Source: an optimization exercise on an open RTL-to-GDS flow (aim: small area, a short achievable clock period and few clock cycles per item). Production flows keep margins and buffers that such runs may drop. In this exercise RTL edits were held to simulation tests only and were not proved equivalent to the original. Power is estimated from default activity; no workload was simulated.

## job 8644
Design sub_pipelined, start of the top module:
module sub_pipelined #(
   parameter int unsigned w = sub_pipelined_pkg::SUB_W,
   parameter int unsigned s = sub_pipelined_pkg::SUB_S
) (
   input  logic         clk,
   input  logic         rstn,
   input  logic [w-1:0] op1,
   input  logic [w-1:0] op2,
   input  logic         valid_op1,
   input  logic         valid_op2,
   output logic         op_ready,
   output logic [w-1:0] res,
   output logic         valid,
   output logic         borrow,
   output logic         zero,
   input  logic         res_ready
);
clock: 3.5 ns
lec_check: 0
cap_margin: 20
core_margin: 2
core_utilization: 50
place_density: 0.6
slew_margin: 20
synth_hierarchical: 1
synth_minimum_keep_size: 0
standard.sh (not shown) runs the stock make flow with config.mk's settings and CLKGATE_MAP_FILE= SYNTH_SCRIPT=/design/flow/synth_recipe.tcl, a recipe that flattens the netlist after the stock synthesis.
==> flow/flow/run.sh <==
#!/bin/bash
# Layout flow: the standard flow (standard.sh, synthesis unchanged) with
#  - every combinational cell of the synthesized netlist reset to its _1 size
#    (flow/downsize.tcl), so that timing repair sizes up only what it needs;
#  - each I/O port buffered by a plain sky130_fd_sc_hd__buf_1 instead of the
#    buffer cell buffer_ports would pick by itself;
#  - timing repair asked for extra setup margin (SETUP_SLACK_MARGIN below);
#  - the clock tree built from clkbuf_8 cells instead of clkbuf_16, without
#    dummy load cells.
# Each step's full output goes to its own log file in this folder.
set -eo pipefail
ARGS=("BUFFER_PORTS_ARGS=-buffer_cell sky130_fd_sc_hd__buf_1"
      "SETUP_SLACK_MARGIN=1.22"
      "CTS_ARGS=-sink_clustering_enable -repair_clock_nets -buf_list sky130_fd_sc_hd__clkbuf_8 -dont_use_dummy_load")
bash standard.sh "${ARGS[@]}" synth > standard_synth.log 2>&1
F=$PWD/orfs/results/sky130hd/sub_pipelined/base/1_synth.odb
ODB_IN=$F ODB_OUT=$F openroad -no_init -exit flow/downsize.tcl > downsize.log 2>&1
bash standard.sh "${ARGS[@]}" finish > standard_finish.log 2>&1
==> flow/flow/downsize.tcl <==
# Reset every combinational cell that synthesis upsized to its _1 size, so
# that timing repair later sizes up only the gates that need it.
read_db $::env(ODB_IN)
set db [ord::get_db]
set n 0
foreach inst [[ord::get_db_block] getInsts] {
  set m [[$inst getMaster] getName]
  if {![regexp {^(sky130_fd_sc_hd__)([a-z0-9]+)_([0-9]+)$} $m -> pfx base sz]} { continue }
  if {[regexp {^(e?df|dl|sdf|tap|fill|decap|conb|clk)} $base]} { continue }
  if {$sz == 1} { continue }
  set new [$db findMaster ${pfx}${base}_1]
  if {$new == "NULL" || $new == ""} { continue }
  $inst swapMaster $new
  incr n
}
puts "downsized $n cells"
write_db $::env(ODB_OUT)
Testbench counts of job 8644, summed over its fixed seeds: cycles 3,208, items 3,200.
Setup changes, job 8644 to job 694
Settings: CORE_UTILIZATION: 50 -> 40.
==> flow/flow/run.sh <==
#!/bin/bash
# Layout flow: the standard flow (standard.sh, synthesis unchanged) with
#  - each I/O port buffered by a plain sky130_fd_sc_hd__buf_1 instead of the
#    buffer cell buffer_ports would pick by itself;
#  - after floorplan, every combinational cell reset to its _1 size
#    (flow/downsize.tcl), so that timing repair sizes up only what it needs;
#  - timing repair asked for extra setup margin (SETUP_SLACK_MARGIN below);
#  - the clock tree built from clkbuf_8 cells instead of clkbuf_16.
# Each step's full output goes to its own log file in this folder.
set -eo pipefail
ARGS=("BUFFER_PORTS_ARGS=-buffer_cell sky130_fd_sc_hd__buf_1"
      "SETUP_SLACK_MARGIN=1.15"
      "CTS_BUF_LIST=sky130_fd_sc_hd__clkbuf_8")
bash standard.sh "${ARGS[@]}" floorplan > standard_floorplan.log 2>&1
F=$PWD/orfs/results/sky130hd/sub_pipelined/base/2_floorplan.odb
ODB_IN=$F ODB_OUT=$F openroad -no_init -exit flow/downsize.tcl > downsize.log 2>&1
bash standard.sh "${ARGS[@]}" finish > standard_finish.log 2>&1
--- outcome ---
Delta (job 694 minus job 8644): post-CTS setup buffer count shrank by 1, shortest clock period the worst path allows after layout grew by 70 ps, utilization shrank by 14 points, worst endpoint required time grew by 50 ps, die span in y grew by about 15%.
Fmax down 3.0% in job 694 wrt job 8644
Going from job 8644 to job 694, tap cell count grows by 111.
Compared with job 8644, in job 694 post-route cell area up 480 um2, worst vdd rail ir drop down 8.6%.
For job 6531, these inputs were changed with respect to job 694:
Settings: changing CORE_UTILIZATION from 40 to 50.
diff --git a/flow/flow/run.sh b/flow/flow/run.sh
--- a/flow/flow/run.sh
+++ b/flow/flow/run.sh
@@ -6,10 +6,11 @@
 #    (flow/downsize.tcl), so that timing repair sizes up only what it needs;
 #  - timing repair asked for extra setup margin (SETUP_SLACK_MARGIN below);
-#  - the clock tree built from clkbuf_8 cells instead of clkbuf_16.
+#  - the clock tree built from clkbuf_8 cells instead of clkbuf_16, without
+#    dummy load cells.
 # Each step's full output goes to its own log file in this folder.
 set -eo pipefail
 ARGS=("BUFFER_PORTS_ARGS=-buffer_cell sky130_fd_sc_hd__buf_1"
       "SETUP_SLACK_MARGIN=1.15"
-      "CTS_BUF_LIST=sky130_fd_sc_hd__clkbuf_8")
+      "CTS_ARGS=-sink_clustering_enable -repair_clock_nets -buf_list sky130_fd_sc_hd__clkbuf_8 -dont_use_dummy_load")
 bash standard.sh "${ARGS[@]}" floorplan > standard_floorplan.log 2>&1
 F=$PWD/orfs/results/sky130hd/sub_pipelined/base/2_floorplan.odb
==> comparison <==
Final critical path time including I/O delays and setup: job 6531 vs job 694 down 13 ps
Job 694 → job 6531: total buffers and inverters traversed by the critical path went down by 1; sequential cell count was more or less identical; design area went down by 2.6%; total power consumption of the routed design went down by 5.6%; critical path depth went down by 1.
Maximum fanout count along the critical path (higher): job 694
Relative to job 694, overall die width decreased by 18 um in job 6531.
Going from job 694 to job 6531, the number of fill cells in the layout was found to have gone down by 25%.
Between job 6531 and job 694, the difference in flip-flop and latch count after synthesis is negligible.
As far as length in cells of the worst reg-to-reg path goes, job 694 and job 6531 are indistinguishable; the numbers are identical.

static timing again, ports no longer ideal:
No port has a modelled driver above. Below, the same layouts with a new extraction and two added sets of constraints. Step 1, drivers: a clkbuf_16 drives clk and a buf_2 each remaining input, both assumed. Step 2 moves the port delays by t, midway between the first and last clock arrival at a register: inputs arrive t later, outputs are due t later. That takes back most of the time a late clock gives input paths. Three values: ideal, step 1, step 2; two values: the first two.
run	shift t [ns]	setup WS [ns]	worst data-port slew with drivers (ns)
job 8644	0.473	1.265 / 1.267 / 0.802	0.09
job 694	0.499	1.195 / 1.205 / 0.712	0.06
job 6531	0.472	1.209 / 1.222 / 0.750	0.08
After both steps setup and hold are still met in every run listed. For job 694, which loses most, drivers alone change the setup slack by +0.010 ns; drivers and shift together by -0.483 ns.
